Background: an optimization exercise with open tools, aiming at small area. Do not read the settings as production practice. In this exercise RTL edits were held to simulation tests only and were not proved equivalent to the original. No activity file was given, so power comes from the tool's default toggle rates.

--- design/flow/run.sh ---
#!/bin/bash
# synth_recipe.tcl (not shown) runs the flow's synth.tcl, then flattens the netlist and writes it again
# the make line also repeats each setting of config.mk as NAME=value (left out here)
make -C /OpenROAD-flow-scripts/flow DESIGN_CONFIG=/design/flow/config.mk WORK_HOME=/design/flow/orfs CLKGATE_MAP_FILE= SYNTH_SCRIPT=/design/flow/synth_recipe.tcl finish
--- design/flow/config.mk ---
export PLATFORM = sky130hd
export DESIGN_NAME = game_core
export DESIGN_NICKNAME = game_core
export VERILOG_FILES = /design/flow/design.v
export SDC_FILE = /design/flow/constraint.sdc
export NUM_CORES = 4
export LEC_CHECK = 0
export CAP_MARGIN = 20
export CORE_MARGIN = 2
export CORE_UTILIZATION = 40
export SLEW_MARGIN = 20
--- design/flow/constraint.sdc ---
create_clock -name core_clock -period 7.5 [get_ports {CLK_Scan}]
set_input_delay 1.5000 -clock core_clock [delete_from_list [all_inputs] [get_ports {CLK_Scan}]]
set_output_delay 1.5000 -clock core_clock [all_outputs]
set_load 0.01 [all_outputs]
--- design/flow/design.v ---
`default_nettype none
package game_pkg;
    typedef logic [10:0] coord_t;
    typedef struct packed {
        coord_t top;
        coord_t left;
    } pos_t;
    typedef logic [7:0] life_t;
    localparam logic [9:0] JET_HOME_TOP  = 10'd610;
    localparam logic [9:0] JET_HOME_LEFT = 10'd448;
    localparam logic [9:0] JET_TOP_MIN   = 10'd2;
    localparam logic [9:0] JET_TOP_MAX   = 10'd633;
    localparam logic [9:0] JET_LEFT_MAX  = 10'd896;
    localparam logic [7:0] EN_HOME_TOP  = 8'd38;
    localparam logic [9:0] EN_HOME_LEFT = 10'd340;
    localparam logic [7:0] EN_TOP_MIN   = 8'd34;
    localparam logic [7:0] EN_TOP_MAX   = 8'd200;
    localparam logic [9:0] EN_LEFT_MIN  = 10'd5;
    localparam logic [9:0] EN_LEFT_MAX  = 10'd768;
    localparam logic [7:0] LFSR_SEED    = 8'hff;
    localparam logic [4:0] JET_LIFE_FULL = 5'd25;
    localparam logic [7:0] EN_LIFE_FULL  = 8'd200;
endpackage
`default_nettype wire
`timescale 1ns/1ps
`default_nettype none
module jet_motion (
    input  wire             CLK_Scan,
    input  wire             rst_n,
    input  wire             start,
    input  wire [3:0]       btn,
    output logic [9:0]      jt,
    output logic [9:0]      jl
);
    logic go_up, go_down, go_left, go_right;
    always_comb
    begin
        go_up    = 1'b0;
        go_down  = 1'b0;
        go_left  = 1'b0;
        go_right = 1'b0;
        case (btn)
            4'b1000: go_up    = 1'b1;
            4'b0100: go_down  = 1'b1;
            4'b0010: go_left  = 1'b1;
            4'b0001: go_right = 1'b1;
            4'b1010: begin go_up   = 1'b1; go_left  = 1'b1; end
            4'b1001: begin go_up   = 1'b1; go_right = 1'b1; end
            4'b0110: begin go_down = 1'b1; go_left  = 1'b1; end
            4'b0101: begin go_down = 1'b1; go_right = 1'b1; end
            default: ;
        endcase
    end
    always_ff @(posedge CLK_Scan)
    begin
        if (!rst_n || start)
        begin
            jt <= game_pkg::JET_HOME_TOP;
            jl <= game_pkg::JET_HOME_LEFT;
        end
        else
        begin
            if (go_up && jt > game_pkg::JET_TOP_MIN)
                jt <= jt - 10'd1;
            else if (go_down && jt < game_pkg::JET_TOP_MAX)
                jt <= jt + 10'd1;
            if (go_left && jl != 10'd0)
                jl <= jl - 10'd1;
            else if (go_right && jl < game_pkg::JET_LEFT_MAX)
                jl <= jl + 10'd1;
        end
    end
endmodule
`default_nettype wire
`timescale 1ns/1ps
`default_nettype none
module enemy_motion (
    input  wire             CLK_Scan,
    input  wire             rst_n,
    input  wire             start,
    output logic [7:0]      et,
    output logic [9:0]      el,
    output logic            mv_dn,
    output logic            mv_up
);
    logic [7:0] lfsr;
    logic [7:0] lfsr_next;
    logic [6:0] lfsr_cnt;
    logic [8:0] dir_cnt;
    logic [2:0] dir;
    logic       can_down, can_up, can_left, can_right;
    logic       mv_rt, mv_lf;
    assign lfsr_next = {lfsr[0] ^ lfsr[7], lfsr[7], lfsr[6] ^ lfsr[7], lfsr[5] ^ lfsr[7],
                        lfsr[4], lfsr[3] ^ lfsr[7], lfsr[2] ^ lfsr[7], lfsr[1]};
    assign can_down  = et < game_pkg::EN_TOP_MAX;
    assign can_up    = et > game_pkg::EN_TOP_MIN;
    assign can_left  = el > game_pkg::EN_LEFT_MIN;
    assign can_right = el < game_pkg::EN_LEFT_MAX;
    always_comb
    begin
        mv_dn = 1'b0;
        mv_up = 1'b0;
        mv_rt = 1'b0;
        mv_lf = 1'b0;
        case (dir)
            3'd0: mv_dn = can_down;
            3'd1: mv_rt = can_right;
            3'd2: mv_up = can_up;
            3'd3: mv_lf = can_left;
            3'd4: begin mv_dn = can_down && can_right; mv_rt = mv_dn; end
            3'd5: begin mv_dn = can_down && can_left;  mv_lf = mv_dn; end
            3'd6: begin mv_up = can_up && can_right;   mv_rt = mv_up; end
            default: begin mv_up = can_up && can_left; mv_lf = mv_up; end
        endcase
    end
    always_ff @(posedge CLK_Scan)
    begin
        if (!rst_n || start)
        begin
            lfsr     <= game_pkg::LFSR_SEED;
            lfsr_cnt <= '0;
        end
        else if (lfsr_cnt == 7'd100)
        begin
            lfsr_cnt <= '0;
            lfsr     <= lfsr_next;
        end
        else
            lfsr_cnt <= lfsr_cnt + 1'b1;
    end
    always_ff @(posedge CLK_Scan)
    begin
        if (!rst_n || start)
        begin
            et      <= game_pkg::EN_HOME_TOP;
            el      <= game_pkg::EN_HOME_LEFT;
            dir_cnt <= '0;
            dir     <= 3'd0;
        end
        else
        begin
            if (dir_cnt == 9'd500)
            begin
                dir_cnt <= '0;
                dir     <= {lfsr[3], lfsr[6], lfsr[2]};
            end
            else
                dir_cnt <= dir_cnt + 1'b1;
            if (mv_dn)
                et <= et + 8'd1;
            else if (mv_up)
                et <= et - 8'd1;
            if (mv_rt)
                el <= el + 10'd1;
            else if (mv_lf)
                el <= el - 10'd1;
        end
    end
endmodule
`default_nettype wire
`timescale 1ns/1ps
`default_nettype none
module shot_volley (
    input  wire             CLK_Scan,
    input  wire             rst_n,
    input  wire             start,
    input  wire [9:0]       jt,
    input  wire [9:0]       jl,
    input  wire [7:0]       et,
    input  wire [9:0]       el,
    input  wire             mv_dn,
    input  wire             mv_up,
    output logic [2:0]      enemy_hits
);
    localparam int N = 6;
    logic [9:0]          vol_cnt;
    logic                launch;
    logic [N-1:0]        live;
    logic [N-1:0][9:0]   d;
    logic [N-1:0][9:0]   lft;
    logic [N-1:0]        hit;
    logic [N-1:0]        nlive;
    logic [N-1:0][9:0]   nd;
    logic [1:0]          step;
    logic [10:0]         d0;
    logic [9:0]          hlo;
    logic [9:0]          hhi;
    logic [2:0]          hit_sum;
    always_comb
    begin
        case (vol_cnt)
            10'd100, 10'd200, 10'd300, 10'd400, 10'd500,
            10'd600, 10'd700, 10'd800, 10'd900, 10'd1000: launch = 1'b1;
            default: launch = 1'b0;
        endcase
    end
    assign step = {mv_dn, !mv_dn && !mv_up};
    assign d0   = {1'b0, jt} - {3'b000, et} - {{10{mv_up}}, mv_dn || mv_up};
    assign hlo  = (el < 10'd69) ? 10'd0 : el - 10'd69;
    assign hhi  = el + 10'd194;
    always_comb
    begin
        hit_sum = '0;
        for (int n = 0; n < N; n++)
        begin
            logic [10:0] dd;
            hit[n] = live[n] && d[n] <= 10'd223 &&
                     lft[n] >= hlo && lft[n] <= hhi;
            dd       = {1'b0, d[n]} - {9'd0, step};
            nd[n]    = dd[9:0];
            nlive[n] = live[n] && !hit[n] && !dd[10];
            hit_sum  = hit_sum + 3'(hit[n]);
        end
    end
    always_ff @(posedge CLK_Scan)
    begin
        if (!rst_n || start)
        begin
            vol_cnt    <= '0;
            enemy_hits <= '0;
            live       <= '0;
        end
        else
        begin
            vol_cnt    <= (vol_cnt == 10'd1000) ? '0 : vol_cnt + 1'b1;
            enemy_hits <= hit_sum;
            if (launch)
            begin
                live <= {nlive[N-2:0], !d0[10]};
            end
            else
                live <= nlive;
        end
    end
    always_ff @(posedge CLK_Scan)
    begin
        if (launch)
        begin
            d[0]   <= d0[9:0];
            lft[0] <= jl;
            for (int n = 1; n < N; n++)
            begin
                d[n]   <= nd[n-1];
                lft[n] <= lft[n-1];
            end
        end
        else
            d <= nd;
    end
endmodule
`default_nettype wire
`timescale 1ns/1ps
`default_nettype none
module enemy_barrage (
    input  wire             CLK_Scan,
    input  wire             rst_n,
    input  wire             start,
    input  wire [7:0]       et,
    input  wire [9:0]       el,
    input  wire [9:0]       jt,
    input  wire [9:0]       jl,
    output logic [3:0]      jet_hits
);
    logic [9:0]         c;
    logic [2:0]         pat;
    logic               stream;
    logic               pat_end;
    logic [4:0][9:0]    top;
    logic [4:0][9:0]    lft;
    logic [8:0]         live;
    logic [4:0]         s_spawn;
    logic               p_spawn;
    logic [4:0]         load;
    logic [8:0]         hit;
    logic [4:0]         gone;
    logic [8:0]         nlive;
    logic [3:0]         hit_sum;
    logic [9:0]         vlo, vhi, hlo, hhi;
    logic [11:0]        pp, qq, np, nq;
    logic [9:0]         m1, m2, m3, m4;
    assign stream  = pat < 3'd2;
    assign pat_end = stream ? (c == 10'd750) : (c == 10'd249);
    assign p_spawn = !stream && c == 10'd1023;
    always_comb
    begin
        for (int i = 0; i < 5; i++)
            s_spawn[i] = stream && (c == 10'((i + 1) * 50) || c == 10'((i + 6) * 50));
        load = s_spawn | {4'b0000, p_spawn};
    end
    always_comb
    begin
        vlo = (jt < 10'd31) ? 10'd0 : jt - 10'd31;
        vhi = (jt > 10'd602) ? 10'd706 : jt + 10'd104;
        hlo = (jl < 10'd37) ? 10'd6 : jl - 10'd31;
        hhi = (jl > 10'd864) ? 10'd991 : jl + 10'd127;
        pp  = {2'b00, hlo} - {2'b00, lft[0]};
        qq  = {2'b00, hhi} - {2'b00, lft[0]};
        np  = {2'b00, lft[0]} - {2'b00, hlo};
        nq  = {2'b00, lft[0]} - {2'b00, hhi};
        m1  = {2'b00, c[7:0]};
        m2  = {1'b0, c[7:0], 1'b0};
        m3  = {2'b00, c[7:0]} + {1'b0, c[7:0], 1'b0};
        m4  = {c[7:0], 2'b00};
    end
    function automatic logic in_rng(input logic [9:0] x, input logic [9:0] lo,
                                    input logic [9:0] hi);
        in_rng = x >= lo && x <= hi;
    endfunction
    function automatic logic in_srng(input logic [9:0] x, input logic [11:0] lo,
                                     input logic [11:0] hi);
        in_srng = (lo[11] || x >= lo[9:0]) && !hi[11] && x <= hi[9:0];
    endfunction
    always_comb
    begin
        logic vin0;
        logic [8:0] hp;
        vin0 = in_rng(top[0], vlo, vhi);
        hp[0] = in_rng(lft[0], hlo, hhi);
        hp[1] = in_srng(m1, pp, qq);
        hp[2] = in_srng(m1, nq, np);
        hp[3] = in_srng(m2, pp, qq);
        hp[4] = in_srng(m2, nq, np);
        hp[5] = in_srng(m3, pp, qq);
        hp[6] = in_srng(m3, nq, np);
        hp[7] = in_srng(m4, pp, qq);
        hp[8] = in_srng(m4, nq, np);
        for (int i = 0; i < 5; i++)
            gone[i] = top[i] > vhi;
        for (int j = 0; j < 5; j++)
        begin
            if (stream)
                hit[j] = live[j] && !pat_end && in_rng(top[j], vlo, vhi) && in_rng(lft[j], hlo, hhi);
            else
                hit[j] = live[j] && !pat_end && vin0 && hp[j];
        end
        for (int j = 5; j < 9; j++)
            hit[j] = live[j] && !pat_end && vin0 && hp[j];
        hit_sum = '0;
        for (int j = 0; j < 9; j++)
            hit_sum = hit_sum + 4'(hit[j]);
        if (!stream)
            hit_sum = hit_sum + 4'(hit[0]);
        for (int j = 0; j < 5; j++)
            nlive[j] = stream ? (s_spawn[j] || (live[j] && !hit[j] && !gone[j]))
                              : (p_spawn || (live[j] && !hit[j]));
        for (int j = 5; j < 9; j++)
            nlive[j] = !stream && (p_spawn || (live[j] && !hit[j]));
    end
    always_ff @(posedge CLK_Scan)
    begin
        if (!rst_n || start)
        begin
            c        <= '0;
            pat      <= 3'd0;
            jet_hits <= '0;
            live     <= '0;
        end
        else
        begin
            jet_hits <= hit_sum;
            if (pat_end)
            begin
                pat  <= (pat == 3'd5) ? 3'd0 : pat + 3'd1;
                c    <= (pat == 3'd5 || pat == 3'd0) ? 10'd0 : 10'd873;
                live <= '0;
            end
            else
            begin
                c    <= c + 10'd1;
                live <= nlive;
            end
        end
    end
    always_ff @(posedge CLK_Scan)
    begin
        for (int i = 0; i < 5; i++)
        begin
            if (load[i])
            begin
                top[i] <= {2'b00, et} + 10'd200;
                lft[i] <= el + 10'd116;
            end
            else
                top[i] <= top[i] + 10'd2;
        end
    end
endmodule
`default_nettype wire
`timescale 1ns/1ps
`default_nettype none
module life_tracker (
    input  wire             CLK_Scan,
    input  wire             rst_n,
    input  wire             start,
    input  wire [2:0]       enemy_hits,
    input  wire [3:0]       jet_hits,
    output logic [4:0]      jet_life,
    output logic [7:0]      enemy_life,
    output logic            over,
    output logic            result     
);
    always_ff @(posedge CLK_Scan)
    begin
        if (!rst_n || start)
        begin
            jet_life   <= game_pkg::JET_LIFE_FULL;
            enemy_life <= game_pkg::EN_LIFE_FULL;
            over       <= 1'b0;
            result     <= 1'b0;
        end
        else
        begin
            if (jet_life != '0 && enemy_life != '0)     
            begin
                jet_life   <= ({1'b0, jet_life} > {1'b0, jet_hits}) ? jet_life - 5'(jet_hits) : '0;
                enemy_life <= (enemy_life > {5'd0, enemy_hits}) ? enemy_life - {5'd0, enemy_hits} : '0;
            end
            if (jet_life == '0 || enemy_life == '0)
                over <= 1'b1;
            result <= (enemy_life == '0);
        end
    end
endmodule
`default_nettype wire
`timescale 1ns/1ps
`default_nettype none
module game_core (
    input  wire                   CLK_Scan,
    input  wire                   rst_n,
    input  wire                   start,
    input  wire [3:0]             btn,
    output wire [21:0]            jet_pos,
    output wire [21:0]            enemy_pos,
    output wire [7:0]             jet_life,
    output wire [7:0]             enemy_life,
    output wire                   over,
    output wire                   result
);
    logic [9:0] jt, jl, el;
    logic [7:0] et;
    logic       mv_dn, mv_up;
    logic [2:0] enemy_hits;     
    logic [3:0] jet_hits;
    logic [4:0] jlife;
    assign jet_pos   = {1'b0, jt, 1'b0, jl};
    assign enemy_pos = {3'b000, et, 1'b0, el};
    assign jet_life  = {3'b000, jlife};
    jet_motion u_jet (
        .CLK_Scan (CLK_Scan),
        .rst_n    (rst_n),
        .start    (start),
        .btn      (btn),
        .jt       (jt),
        .jl       (jl)
    );
    enemy_motion u_enemy (
        .CLK_Scan (CLK_Scan),
        .rst_n    (rst_n),
        .start    (start),
        .et       (et),
        .el       (el),
        .mv_dn    (mv_dn),
        .mv_up    (mv_up)
    );
    shot_volley u_volley (
        .CLK_Scan   (CLK_Scan),
        .rst_n      (rst_n),
        .start      (start),
        .jt         (jt),
        .jl         (jl),
        .et         (et),
        .el         (el),
        .mv_dn      (mv_dn),
        .mv_up      (mv_up),
        .enemy_hits (enemy_hits)
    );
    enemy_barrage u_barrage (
        .CLK_Scan (CLK_Scan),
        .rst_n    (rst_n),
        .start    (start),
        .et       (et),
        .el       (el),
        .jt       (jt),
        .jl       (jl),
        .jet_hits (jet_hits)
    );
    life_tracker u_life (
        .CLK_Scan   (CLK_Scan),
        .rst_n      (rst_n),
        .start      (start),
        .enemy_hits (enemy_hits),
        .jet_hits   (jet_hits),
        .jet_life   (jlife),
        .enemy_life (enemy_life),
        .over       (over),
        .result     (result)
    );
endmodule
`default_nettype wire
==> metrics.yaml <==
status:
  outcome: "timing/DRC/antenna clean"
cts:
  h-tree-depth: 2
  cts_sinks: 345
  cts_made_buffers: 41
  clkSlewWorstSetupHoldPaths_ps: 60
  clock-root-buffer: "clkbuf_16"
  clk-insertion-delay-late_ps: 600
  cts_buffer_depth: 3
  cts_tree: "built"
  hold_buffers: 0
finish:
  multi_input_area_um2: 20400
  nets: 3941
  final_cell_area_um2: 33300
  seq_area_um2: 8060
  synthToLayoutAreaGrowth_pct: 14.1
  drive_gt1_share_pct: 9.29
  fill_cells: 6999
flow_run:
  maxCapViolations: 0
worst_setup_path:
  r2r_cells: 32
  crit_family: "adder cells"
  cp.arrival_ps: 7710
  r2r_end: "u_barrage.jet_hits[3]$_SDFF_PP0_"
  startpoint_type: "flip-flop"
  required_ps: 8030
  critical-path-slowest-cell: "or4_4"
  path_common_cell: "nor2_1"
  critPathMaxFanout: 8
  critPathLaunch: "u_jet.jl[9]$_SDFFE_PP0P_"
  path_class: "flip-flop to flip-flop"
  cp_slowest_stage_delay_ps: 560
  critical_path_buf_inv_count: 5
  r2r_slack_ps: 320
  worstReg2RegStart: "u_jet.jl[9]$_SDFFE_PP0P_"
  worstSetupEndpointType: "flip-flop"
hold_path:
  hold_path.startpoint: "u_barrage.live[7]$_SDFF_PP0_"
  hold_end: "u_barrage.live[7]$_SDFF_PP0_"
  min_path_cells: 2
  min_path_type: "flip-flop to flip-flop"
synthesis:
  ys.flop_type: "dfxtp_1"
  synthXorXnorAreaFrac_pct: 6.88
  synth_cell_types: 100
  synth-compound-area-share_pct: 16.0
  postSynthCellCount: 3171
  post_synth_and_or_nand_nor_area_fraction_pct: 15.3
  synth_edf_count: 115
  muxShareOfSynthArea_pct: 3.04
  synth_top_family_by_area: "adder cells"
  yosysWarnings: 5
  netlist_area_um2: 29200
  ys_seq_area_share_pct: 27.6
  async_reset_ff_share_pct: 0
  ys_seq_elements: 345
  yosys.area_share.adder_pct: 27.3
  syn_avg_cell_area_um2: 9.20
placement:
  hpwl_mm: 62.6
  gp_congestion: 0.908
  placed_area_um2: 31600
  post-place-ws_ps: 8.95
  numPortBuffers: 59
die:
  start_util_pct: 40.2
  fp.dieW_um: 274
  core_area_um2: 72600
  die_area_um2: 75100
  die_y_um: 274
  rows: 99
  io_pins: 69
timing:
  post-route-min-period_ps: 7180
  fmax_mhz: 139
  setup_viol_count_final: 0
  drv_slew: 0
  setup_tns_ps: 0
  setup_ws_ps: 324
  period_share_pct: 95.7
  hold_slack_ps: 456
  hold_viol_final: 0
  finalClockSkew_ps: 28.6
  relSlewSlack_pct: 32.2
  worst_slew_pin_slew_ps: 1010
global_route:
  antenna_found_initial: 0
  grt_pass1_vias: 22374
  grt_pass1_wl_mm: 127
  grt_use_total_pct: 21.2
  overflow: 0
  grt_max_degree: 81
routing:
  vias: 23521
  drc: 0
  wl_mm: 80.8
  antenna_left: 0
  vias_per_cell: 5.45
  dr.first_iter.drc_count: 1547
  drtPass1Iterations: 5
  wl_per_cell_um: 18.7
power_and_ir_drop:
  ir_drop_v: 0.000139
  power_density_nw_per_um2: 167
  p_leak_nw: 14.5
-- sequential cells by signal (all words and copies together) (netlist names), 7 cells and up --
name	flops
u_barrage.c	10
u_barrage.lft	50
u_barrage.live	9
u_barrage.top	50
u_enemy.dir_cnt	9
u_enemy.el	10
u_enemy.et	8
u_enemy.lfsr	8
u_enemy.lfsr_cnt	7
u_jet.jl	10
u_jet.jt	10
u_life.enemy_life	8
u_volley.d	60
u_volley.lft	60
u_volley.vol_cnt	10
-- metrics by stage --
| step | std cells | power (W) | util (%) |
|---|---|---|---|
| detailed placement | 4237 | 0.00346 | 43.5 |
| global placement | 4237 | 0.00345 | 43.5 |
| global route | 4316 | 0.00585 | 45.9 |
| finish | 4317 | 0.00556 | 45.9 |
| CTS | 4313 | 0.00559 | 45.4 |
| floorplan | 3179 | 0.00310 | - |
-- final cells by class --
cell class | count | share of cell area (%)
Antenna cell | 1 | 0.00751
Timing Repair Buffer | 191 | 4.75
Inverter | 184 | 2.07
Clock inverter | 16 | 0.714
Sequential cell | 345 | 24.2
Tap cell | 959 | 3.60
Clock buffer | 59 | 3.49
Multi-Input combinational cell | 2562 | 61.2
-- synthesized netlist by cell type (12+ instances only) --
master       n  share of area [%]
ha_1       576                 25
nor2_1     252                3.2
dfxtp_1    230                 16
a21oi_1    220                3.8
nand2_1    195                2.5
inv_1      182                2.3
o21ai_0    136                2.3
xnor2_1    124                3.7
edfxtp_1   115                 12
xor2_1     102                3.1
nand3_1     90                1.5
a21o_1      89                2.3
mux2i_1     77                2.6
nor3_1      70                1.2
nor2b_1     57                1.2
clkbuf_1    55               0.71
nand4_1     52                1.1
nand2b_1    48                1.0
fa_1        33                2.3
o21a_1      29               0.75
a211oi_1    26               0.67
o211ai_1    19               0.49
or2_2       18               0.39
a31oi_1     17               0.36
and3_1      17               0.36
o2111ai_1   17               0.51
or3_1       16               0.34
a211o_1     15               0.45
o21ai_1     15               0.26
and2_1      14               0.30
nor3b_1     14               0.36
a2111oi_0   13               0.39
buf_4       13               0.33
o31ai_1     13               0.33
buf_2       12               0.21
-- where the power goes --
part / total [W] / switching (W) / internal (W)
combinational: 0.00122 / 0.000668 / 0.000548
sequential: 0.00224 / 0.000159 / 0.00208
clock: 0.00210 / 0.000867 / 0.00123
-- repair_timing --
item,in CTS,in global routing
resized for setup,2,58
pin swaps,0,21
setup endpoints to repair,1,4
buffers inserted,1,3
-- layer usage --
layer / part of all wire (%) / vias up / wire length, µm / GRT usage [%]
met5: 0 / - / 0 / 0
met4: 1.6 / 0 / 1280 / 4.38
met3: 4.6 / 85 / 3730 / 2.78
met2: 44 / 514 / 35500 / 34.1
met1: 50 / 11054 / 40200 / 30.4
li1: - / 11868 / - / -
-- cell families after synthesis --
group                      after synthesis
other                                    1
muxes                                   87
buffers and inverters                  272
adders and majority gates              617
DFF                                    345
AOI/OAI and AO/OA                      720
and+or+nand+nor                        902
xor gates and xnor gates               227
-- worst min-delay path: stages, from the launching register on --
cell	delay, ps
dfxtp_1	310
nand2_1	50
o21ai_1	50
-- cell usage in the layout (no fill, tap or decap), types with 17 or more instances in the layout --
cell type and count:
a211oi_1 25, a21o_1 89, a21oi_1 213, and3_1 17, buf_4 132, clkbuf_16 41, clkdlybuf4s50_1 59, dfxtp_1 228
edfxtp_1 115, fa_1 31, ha_1 567, inv_1 181, mux2i_1 77, nand2_1 194, nand2b_1 47, nand3_1 86
nand4_1 52, nor2_1 247, nor2b_1 55, nor3_1 70, o211ai_1 19, o21a_1 29, o21ai_0 130, o21ai_1 19
or2_2 17, xnor2_1 122, xor2_1 101
-- how the worst max path moves through the flow --
stage                                                  end  slack, ps  depth (start not counted)
after floorplan           u_barrage.jet_hits[3]$_SDFF_PP0_         20                         28
after global placement    u_barrage.jet_hits[3]$_SDFF_PP0_         30                         29
after detailed placement  u_barrage.jet_hits[3]$_SDFF_PP0_          9                         27
after CTS                 u_barrage.jet_hits[3]$_SDFF_PP0_         30                         27
after global routing      u_barrage.jet_hits[3]$_SDFF_PP0_        -20                         30
final                     u_barrage.jet_hits[3]$_SDFF_PP0_        320                         32

==> static timing again, ports no longer ideal <==
Ports are ideal in the flow. The routed layout listed here was re-timed in OpenROAD.
Step 1 assumes that a clkbuf_16 drives the clock port and a buf_2 every other input.
Step 2 moves the port delays by t, midway between the first and last clock arrival at a register: inputs arrive t later, outputs are due t later. That takes back most of the time a late clock gives input paths.
Slacks: ideal / step 1 / step 2; pairs: ideal / step 1.
t (ns): 0.645
slack for setup (ns): 0.324 / 0.324 / 0.324
clock arrival spread, ns: 0.029 / 0.029
After both steps this run still meets setup and hold. The setup slack of this run moves by 0.000 ns with the drivers and by 0.000 ns with both steps.
